This design comes from an exercise in tuning for small area on the open sky130 flow, not from production work. The RTL was checked by simulation tests, not by an equivalence proof against the original design. Power figures rest on the tool's default switching activity, not on a simulated workload.

**flow/config.mk**
```make
export PLATFORM = sky130hd
export DESIGN_NAME = issue_queue_top
export DESIGN_NICKNAME = issue_queue_top
export VERILOG_FILES = /design/flow/design.v
export SDC_FILE = /design/flow/constraint.sdc
export NUM_CORES = 4
export LEC_CHECK = 0
export CAP_MARGIN = 20
export CELL_PAD_IN_SITES_DETAIL_PLACEMENT = 1
export CELL_PAD_IN_SITES_GLOBAL_PLACEMENT = 2
export CORE_MARGIN = 2
export CORE_UTILIZATION = 25
export GPL_ROUTABILITY_DRIVEN = 1
export PLACE_DENSITY = 0.35
export SLEW_MARGIN = 20
```
**flow/constraint.sdc**
```tcl
create_clock -name core_clock -period 6.0 [get_ports {clk}]
set_input_delay 1.2000 -clock core_clock [delete_from_list [all_inputs] [get_ports {clk}]]
set_output_delay 1.2000 -clock core_clock [all_outputs]
set_load 0.01 [all_outputs]
```
**flow/design.v**
```verilog
package iq_pkg;
    localparam int NUM_ENTRIES = 16;
    localparam int ENTRY_IDX_W = $clog2(NUM_ENTRIES);
    localparam int NUM_UNITS = 3;
    localparam int UNIT_W    = 2;
    localparam int NUM_FWD   = 4;
    localparam int NUM_PREGS = 64;
    localparam int PREG_W    = $clog2(NUM_PREGS);
    localparam int XLEN      = 32;
    localparam int ROB_IDX_W = 6;
    localparam logic [6:0] OPC_OP_IMM = 7'b0010011;
    localparam logic [6:0] OPC_LOAD   = 7'b0000011;
    typedef logic [PREG_W-1:0] preg_t;
    typedef logic [XLEN-1:0]   word_t;
    typedef struct packed {
        logic [2:0]           funct3;
        logic [6:0]           funct7;
        logic [6:0]           opcode;
        preg_t                rd;
        preg_t                rs1;
        word_t                rs1_val;
        preg_t                rs2;
        word_t                rs2_val;
        word_t                imm;
        logic [ROB_IDX_W-1:0] rob_index;
        logic [UNIT_W-1:0]    unit;
    } iq_entry_t;
    localparam int F_UNIT      = 0;
    localparam int F_ROB       = F_UNIT + UNIT_W;
    localparam int F_IMM       = F_ROB + ROB_IDX_W;
    localparam int F_RS2_VAL   = F_IMM + XLEN;
    localparam int F_RS2       = F_RS2_VAL + XLEN;
    localparam int F_RS1_VAL   = F_RS2 + PREG_W;
    localparam int F_RS1       = F_RS1_VAL + XLEN;
    localparam int F_RD        = F_RS1 + PREG_W;
    localparam int F_OPCODE    = F_RD + PREG_W;
    localparam int F_FUNCT7    = F_OPCODE + 7;
    localparam int F_FUNCT3    = F_FUNCT7 + 7;
    localparam int ENTRY_W     = F_FUNCT3 + 3;
endpackage
`timescale 1ns/1ps
module reg_scoreboard (
    input  logic                                   clk,
    input  logic                                   reset_n,
    input  logic                                   dispatch_en,
    input  iq_pkg::preg_t                          dispatch_rd,
    input  iq_pkg::preg_t                          rs1,
    input  iq_pkg::preg_t                          rs2,
    input  logic [iq_pkg::NUM_FWD-1:0]             fwd_valid,
    input  logic [iq_pkg::NUM_FWD*iq_pkg::PREG_W-1:0] fwd_tag,
    output logic                                   rs1_ready,
    output logic                                   rs2_ready
);
    logic [iq_pkg::NUM_PREGS-1:0] preg_ready;
    always_ff @(posedge clk or negedge reset_n) begin
        if (!reset_n) begin
            preg_ready <= '1;
        end else begin
            for (int s = 0; s < iq_pkg::NUM_FWD; s++) begin
                if (fwd_valid[s]) begin
                    preg_ready[fwd_tag[s*iq_pkg::PREG_W +: iq_pkg::PREG_W]] <= 1'b1;
                end
            end
            if (dispatch_en) begin
                preg_ready[dispatch_rd] <= 1'b0;
            end
        end
    end
    assign rs1_ready = preg_ready[rs1];
    assign rs2_ready = preg_ready[rs2];
endmodule
`timescale 1ns/1ps
module iq_entry_array (
    input  logic                                           clk,
    input  logic                                           reset_n,
    input  logic                                           dispatch_valid,
    input  logic [iq_pkg::ENTRY_W-1:0]                     dispatch_op,
    input  logic                                           rs1_ready,
    input  logic                                           rs2_ready,
    input  logic [iq_pkg::NUM_ENTRIES-1:0]                 grant,
    input  logic [iq_pkg::NUM_FWD-1:0]                     fwd_valid,
    input  logic [iq_pkg::NUM_FWD*iq_pkg::PREG_W-1:0]      fwd_tag,
    input  logic [iq_pkg::NUM_FWD*iq_pkg::XLEN-1:0]        fwd_val,
    output logic                                           dispatch_en,
    output logic                                           full,
    output logic [iq_pkg::NUM_ENTRIES*iq_pkg::ENTRY_W-1:0] entries,
    output logic [iq_pkg::NUM_ENTRIES-1:0]                 ready
);
    localparam int NE = iq_pkg::NUM_ENTRIES;
    localparam int EW = iq_pkg::ENTRY_W;
    localparam int PW = iq_pkg::PREG_W;
    localparam int XL = iq_pkg::XLEN;
    logic [NE-1:0]                  use_bits;
    logic [NE-1:0]                  src1_rdy;
    logic [NE-1:0]                  src2_rdy;
    logic [iq_pkg::ENTRY_IDX_W-1:0] free_idx;
    logic [iq_pkg::UNIT_W-1:0]      rr_unit;
    logic          rs1_byp;
    logic          rs2_byp;
    logic [XL-1:0] rs1_byp_val;
    logic [XL-1:0] rs2_byp_val;
    logic          no_rs2;
    logic [EW-1:0] new_entry;
    logic [PW-1:0] d_rs1;
    logic [PW-1:0] d_rs2;
    logic [6:0]    d_opcode;
    logic [NE-1:0]    wake1;
    logic [NE-1:0]    wake2;
    logic [NE*XL-1:0] wake1_val;
    logic [NE*XL-1:0] wake2_val;
    assign d_rs1    = dispatch_op[iq_pkg::F_RS1 +: PW];
    assign d_rs2    = dispatch_op[iq_pkg::F_RS2 +: PW];
    assign d_opcode = dispatch_op[iq_pkg::F_OPCODE +: 7];
    always_comb begin
        free_idx = '0;
        for (int i = NE - 1; i >= 0; i--) begin
            if (!use_bits[i]) begin
                free_idx = iq_pkg::ENTRY_IDX_W'(i);
            end
        end
    end
    assign full        = &use_bits;
    assign dispatch_en = dispatch_valid && !full;
    assign no_rs2      = (d_opcode == iq_pkg::OPC_OP_IMM) || (d_opcode == iq_pkg::OPC_LOAD);
    always_comb begin
        rs1_byp     = 1'b0;
        rs2_byp     = 1'b0;
        rs1_byp_val = dispatch_op[iq_pkg::F_RS1_VAL +: XL];
        rs2_byp_val = dispatch_op[iq_pkg::F_RS2_VAL +: XL];
        wake1       = '0;
        wake2       = '0;
        for (int i = 0; i < NE; i++) begin
            wake1_val[i*XL +: XL] = entries[i*EW + iq_pkg::F_RS1_VAL +: XL];
            wake2_val[i*XL +: XL] = entries[i*EW + iq_pkg::F_RS2_VAL +: XL];
        end
        for (int s = iq_pkg::NUM_FWD - 1; s >= 0; s--) begin
            if (fwd_valid[s]) begin
                if (fwd_tag[s*PW +: PW] == d_rs1) begin
                    rs1_byp     = 1'b1;
                    rs1_byp_val = fwd_val[s*XL +: XL];
                end
                if (fwd_tag[s*PW +: PW] == d_rs2) begin
                    rs2_byp     = 1'b1;
                    rs2_byp_val = fwd_val[s*XL +: XL];
                end
                for (int i = 0; i < NE; i++) begin
                    if (use_bits[i] && !src1_rdy[i] &&
                        entries[i*EW + iq_pkg::F_RS1 +: PW] == fwd_tag[s*PW +: PW]) begin
                        wake1[i]              = 1'b1;
                        wake1_val[i*XL +: XL] = fwd_val[s*XL +: XL];
                    end
                    if (use_bits[i] && !src2_rdy[i] &&
                        entries[i*EW + iq_pkg::F_RS2 +: PW] == fwd_tag[s*PW +: PW]) begin
                        wake2[i]              = 1'b1;
                        wake2_val[i*XL +: XL] = fwd_val[s*XL +: XL];
                    end
                end
            end
        end
    end
    always_comb begin
        new_entry                                = dispatch_op;
        new_entry[iq_pkg::F_UNIT +: iq_pkg::UNIT_W] = rr_unit;
        new_entry[iq_pkg::F_RS1_VAL +: XL]       = rs1_byp_val;
        new_entry[iq_pkg::F_RS2_VAL +: XL]       = rs2_byp_val;
    end
    always_ff @(posedge clk or negedge reset_n) begin
        if (!reset_n) begin
            use_bits <= '0;
            src1_rdy <= '0;
            src2_rdy <= '0;
            rr_unit  <= '0;
        end else begin
            use_bits <= use_bits & ~grant;
            src1_rdy <= src1_rdy | wake1;
            src2_rdy <= src2_rdy | wake2;
            if (dispatch_en) begin
                use_bits[free_idx] <= 1'b1;
                src1_rdy[free_idx] <= rs1_ready || rs1_byp;
                src2_rdy[free_idx] <= rs2_ready || rs2_byp || no_rs2;
                rr_unit <= (rr_unit == iq_pkg::UNIT_W'(iq_pkg::NUM_UNITS - 1)) ? '0 : rr_unit + 1'b1;
            end
        end
    end
    always_ff @(posedge clk) begin
        for (int i = 0; i < NE; i++) begin
            if (wake1[i]) begin
                entries[i*EW + iq_pkg::F_RS1_VAL +: XL] <= wake1_val[i*XL +: XL];
            end
            if (wake2[i]) begin
                entries[i*EW + iq_pkg::F_RS2_VAL +: XL] <= wake2_val[i*XL +: XL];
            end
            if (dispatch_en && free_idx == iq_pkg::ENTRY_IDX_W'(i)) begin
                entries[i*EW +: EW] <= new_entry;
            end
        end
    end
    assign ready = use_bits & src1_rdy & src2_rdy;
endmodule
`timescale 1ns/1ps
module issue_select (
    input  logic                                           clk,
    input  logic                                           reset_n,
    input  logic [iq_pkg::NUM_ENTRIES*iq_pkg::ENTRY_W-1:0] entries,
    input  logic [iq_pkg::NUM_ENTRIES-1:0]                 ready,
    output logic [iq_pkg::NUM_ENTRIES-1:0]                 grant,
    output logic [iq_pkg::NUM_UNITS-1:0]                   issue_valid,
    output logic [iq_pkg::NUM_UNITS*iq_pkg::ENTRY_W-1:0]   issue_op
);
    localparam int NE = iq_pkg::NUM_ENTRIES;
    localparam int NU = iq_pkg::NUM_UNITS;
    localparam int EW = iq_pkg::ENTRY_W;
    localparam int IW = iq_pkg::ENTRY_IDX_W;
    logic [NU*NE-1:0] unit_grant;
    logic [NU*IW-1:0] pick_idx;
    logic [NU-1:0]    pick_valid;
    always_comb begin
        for (int u = 0; u < NU; u++) begin
            unit_grant[u*NE +: NE] = '0;
            pick_idx[u*IW +: IW]   = '0;
            pick_valid[u]          = 1'b0;
            for (int i = NE - 1; i >= 0; i--) begin
                if (ready[i] && entries[i*EW + iq_pkg::F_UNIT +: iq_pkg::UNIT_W] == iq_pkg::UNIT_W'(u)) begin
                    pick_idx[u*IW +: IW] = IW'(i);
                    pick_valid[u]        = 1'b1;
                end
            end
            if (pick_valid[u]) begin
                unit_grant[u*NE + pick_idx[u*IW +: IW]] = 1'b1;
            end
        end
    end
    always_comb begin
        grant = '0;
        for (int u = 0; u < NU; u++) begin
            grant = grant | unit_grant[u*NE +: NE];
        end
    end
    always_ff @(posedge clk or negedge reset_n) begin
        if (!reset_n) begin
            issue_valid <= '0;
            issue_op    <= '0;
        end else begin
            for (int u = 0; u < NU; u++) begin
                issue_valid[u]       <= pick_valid[u];
                issue_op[u*EW +: EW] <= pick_valid[u] ? entries[pick_idx[u*IW +: IW]*EW +: EW] : '0;
            end
        end
    end
endmodule
`timescale 1ns/1ps
module issue_queue_top (
    input  logic                                      clk,
    input  logic                                      reset_n,
    input  logic                                      dispatch_valid,
    input  logic [2:0]                                funct3,
    input  logic [6:0]                                funct7,
    input  logic [6:0]                                opcode,
    input  logic [5:0]                                rd,
    input  logic [5:0]                                rs1,
    input  logic [31:0]                               rs1_val,
    input  logic [5:0]                                rs2,
    input  logic [31:0]                               rs2_val,
    input  logic [31:0]                               imm,
    input  logic [5:0]                                rob_index,
    input  logic [3:0]                                fwd_valid,
    input  logic [23:0]                               fwd_tag,
    input  logic [127:0]                              fwd_val,
    output logic                                      full,
    output logic [2:0]                                issue_valid,
    output logic [416:0]                              issue_op
);
    logic [iq_pkg::ENTRY_W-1:0]        dispatch_op;
    logic                              dispatch_en;
    logic                              rs1_ready;
    logic                              rs2_ready;
    logic [iq_pkg::NUM_ENTRIES-1:0]    grant;
    logic [iq_pkg::NUM_ENTRIES-1:0]    ready;
    logic [iq_pkg::NUM_ENTRIES*iq_pkg::ENTRY_W-1:0] entries;
    assign dispatch_op = {funct3, funct7, opcode, rd, rs1, rs1_val, rs2, rs2_val,
                          imm, rob_index, 2'b00};
    reg_scoreboard u_scoreboard (
        .clk         (clk),
        .reset_n     (reset_n),
        .dispatch_en (dispatch_en),
        .dispatch_rd (rd),
        .rs1         (rs1),
        .rs2         (rs2),
        .fwd_valid   (fwd_valid),
        .fwd_tag     (fwd_tag),
        .rs1_ready   (rs1_ready),
        .rs2_ready   (rs2_ready)
    );
    iq_entry_array u_entries (
        .clk            (clk),
        .reset_n        (reset_n),
        .dispatch_valid (dispatch_valid),
        .dispatch_op    (dispatch_op),
        .rs1_ready      (rs1_ready),
        .rs2_ready      (rs2_ready),
        .grant          (grant),
        .fwd_valid      (fwd_valid),
        .fwd_tag        (fwd_tag),
        .fwd_val        (fwd_val),
        .dispatch_en    (dispatch_en),
        .full           (full),
        .entries        (entries),
        .ready          (ready)
    );
    issue_select u_select (
        .clk         (clk),
        .reset_n     (reset_n),
        .entries     (entries),
        .ready       (ready),
        .grant       (grant),
        .issue_valid (issue_valid),
        .issue_op    (issue_op)
    );
endmodule
```
**flow/run.sh**
```bash
#!/bin/bash
# synth_recipe.tcl (not shown) runs the flow's synth.tcl, then flattens the netlist and writes it again
# the make line also repeats each setting of config.mk as NAME=value (left out here)
make -C /OpenROAD-flow-scripts/flow DESIGN_CONFIG=/design/flow/config.mk WORK_HOME=/design/flow/orfs CLKGATE_MAP_FILE= SYNTH_SCRIPT=/design/flow/synth_recipe.tcl finish
```
==> impl_results.md <==
* Most common cell after layout, fill and taps aside: nand2_1
* Inst Count DP at 35,100
* Die height at 908 µm
* Crit path max fanout at 30
* Setup TNS at 0 ns
* Longest Clk Path Bufs at 4
* Tcrit/Tclk final at 88.1%
* Storage cell area at 80,200 µm²
* Num CTS Buffers at 392
* Worst-Skew Late Latency at 1.14 ns
* Most frequent cells in the layout: nand2_1, edfxtp_1, o21ai_0
* CTS root buf: clkbuf_16
* Filler instances at 94,500
* P&R area growth vs syn at 18.4%
* Post-CTS Resized at 0
* Wire length per cell at 47.9 µm
* Worst Hold Margin at 0.142 ns
* Post-synthesis async set-or-reset flop share at 19.4%
* Syn avg cell area at 8.11 µm²
* Rel. slew slack at 9.92%
* Clock Pin Slew Worst Setup and Hold Paths at 0.06 ns
* Num ports at 717
* Seq/Total Area, Yosys at 39.2%
* Post-synth top area share at 32.7%
* Design area at 242,000 µm²
* DIE AREA at 825,000 µm²
* Number of buffers added on ports at 716
* Synth Instances at 25,200
* DP Area at 228,000 µm²
* # nets final at 25,000
* Setup-failing EPs final at 0
* Core ar. at 816,000 µm²
* Largest net degree at the start of global routing at 113
* Routability cong. at 0.916
* Required time worst endpoint at 7.05 ns
* Final max-slew violation count at 0
* Vias in the first global route at 217,000
* ANT nets after route at 0
* Synth cell types at 93
* Vias per cell at 6.31
* TritonRoute pass-1 iters at 6
* Site Rows at 332
* Slew @ Worst Pin at 1.35 ns
* Outcome: finished clean
* CTS tree: yes
* Dominant cells by area after synthesis: edfxtp_1, nand2_1, mux2i_1
* Grt ovf at 0
* Initial antenna violation count at 247
* Final core occ at 29.7%
* RSZ-0062 raised after global routing: no
* Post-synth EDFFs at 2,224
* Clock sink count at 2,758
* Multi-input gate area in the final layout at 113,000 µm²
* Crit path capture type: flop
* Arrival time worst endpoint at 6.34 ns
* Worst setup path class: reg -> reg
* Hpwl dp at 1,100,000 µm
* Share of post-route cells with drive strength above 1 at 10.6%
* Power Density at 453 nW/µm²
* Dominant cell type by area after synthesis: edfxtp_1
* FF+latch count, synth at 2,758
* DRC at 0
* Clk_skew at 0.103 ns
* Cts hold-fix bufs at 0
* Crit path time final at 5.28 ns
* Post-Layout Cell Count at 36,200
* Main flop type after synthesis: edfxtp_1
* Syn Std Cell Area at 204,000 µm²
* Vias at 228,000
* Max cap viols at 0
* HP Class: in -> async
* LEAKAGE at 0.0903 µW
* Yosys warning total at 3
* Starting Density at 25.1%
* H-tree depth at 5
* GRT Resource Usage Total at 40.2%
* Max Freq at 189 MHz
* DIE WIDTH at 908 µm
* Final wirelength at 1,730,000 µm
* Critical path launch point type: flop
* First-pass GRT wire length at 2,240,000 µm
* # Post-CTS Setup Buffers at 0
* Iter 0 DRT Violations at 31,800
* Fin. Hold Viols at 0
* VDD IR max at 0.487 mV
* Reg2reg setup slack at 0.72 ns
kinds of logic after synthesis:
logic type      after synthesis  share of synthesized area, %
compound gates             6557                          20.1
xor+xnor                    837                          3.58
fa+ha+maj                    24                         0.147
buf+inv                    3193                          6.32
flops                      2758                          39.2
mux                        1876                          9.58
other cells                   1                       0.00183
simple gates               9983                          21.0
final cells by class:
cell class / count / area share (%)
clock buffers: 568 / 4.72
well taps: 10900 / 5.61
inverters: 166 / 0.307
multi-input cells: 19300 / 46.7
repair buffers: 2056 / 8.62
clock inverters: 158 / 0.566
diodes: 353 / 0.365
flip-flops and latches: 2758 / 33.1
worst max-delay path, cell delays in order (launching register included):
cell,delay (ns)
dfrtp_1,0.58
and4b_1,0.35
a22oi_1,0.15
a21boi_1,0.55
nor3_1,0.16
o31ai_1,0.47
and2_4,0.63
buf_12,0.34
buf_4,0.51
nand2_1,0.11
a32o_1,0.33
nor4_2,0.75
buf_4,0.24
layer usage:
layer  share of wire (%)  track usage, %
met1                  42            54.2
met2                  43            60.8
met3                 8.5            7.68
met4                 5.9            21.2
met5               0.025               0
power breakdown:
| part | internal (µW) | total [µW] | leakage, µW | switching [µW] |
|---|---|---|---|---|
| sequential | 23400 | 25500 | 0.0270 | 2120 |
| combinational | 15700 | 59600 | 0.0571 | 43800 |
| clock | 13700 | 24600 | 0.00628 | 10900 |
| total | 52800 | 110000 | 0.0903 | 56800 |
cell usage after synthesis (43+ instances only):
library cell,n
a32o_1,58
nand3_1,1781
a32oi_1,43
buf_1,343
mux2_2,67
a211o_1,69
nor2b_1,49
o211ai_1,900
o22ai_1,449
mux2i_1,1750
o221ai_1,180
o2111ai_1,135
inv_1,163
xor2_1,316
clkbuf_1,2050
buf_2,565
buf_4,45
and4_1,52
nand2_1,6022
edfxtp_1,2224
nor3_1,204
o21ai_0,2067
mux4_2,59
a211oi_1,579
a2111oi_2,54
a22oi_1,76
dfrtp_1,470
xnor2_1,521
nor2_1,1114
o21ai_1,85
nand2b_1,47
dfstp_2,64
or3_1,69
a21boi_0,48
nand4_1,141
a2111oi_0,50
and4b_1,46
a221o_1,87
a222oi_1,62
nor4_1,218
a21oi_1,1476
through the flow:
stage,worst slack [ns],total power (µW)
after floorplan,0.518,49900
after global placement,0.674,83300
after detailed placement,0.713,83500
after CTS,0.867,108000
after global routing,0.755,111000
final,0.715,110000
state kept, by name, indices dropped and copies added (netlist names):
register / cells
u_entries.src2_rdy: 16
u_select.issue_valid: 3
u_entries.entries: 2224
u_scoreboard.preg_ready: 64
u_entries.src1_rdy: 16
u_select.issue_op: 417
u_entries.rr_unit: 2
u_entries.use_bits: 16
path summary, 6_finish.rpt:
| check | startpoint | cells after the start | endpoint |
|---|---|---|---|
| setup / recovery | u_entries.use_bits[10] | 12 | u_select.issue_op[234] |
| hold / removal | reset_n | 1 | u_select.issue_op[295] |
| setup reg to reg | u_entries.use_bits[10] | 12 | u_select.issue_op[234] |
| hold reg to reg | u_entries.src2_rdy[2] | 2 | u_entries.src2_rdy[2] |
| max in group asynchronous | reset_n | 2 | u_entries.use_bits[7] |
| min in group core_clock | u_entries.src2_rdy[2] | 2 | u_entries.src2_rdy[2] |

## afterwards: timing with drivers on the ports
Ports are ideal in the flow. The routed layout listed here was re-timed in OpenROAD.
Step 1 (the two cells are an assumption about what drives the block):
set clk [get_ports {clk}]
set_driving_cell -lib_cell sky130_fd_sc_hd__clkbuf_16 $clk
set_driving_cell -lib_cell sky130_fd_sc_hd__buf_2 [delete_from_list [all_inputs] $clk]
Step 2 adds t to the input delays and takes it off the output delays; t is the mean of the earliest and latest rising clock arrival at the registers after step 1. Input paths then give back, and output paths get back, about the clock's delay inside the block.
a / b / c = ideal ports / drivers / drivers and shift; a / b = the first two.
shift t [ns]: 1.260
setup slack, ns: 0.715 / 0.715 / 0.395
worst setup path at the end: input to register
worst data-port slew with drivers (ns): 0.46
After both steps this run still meets setup and hold. The setup slack of this run moves by 0.000 ns with the drivers and by -0.320 ns with both steps.
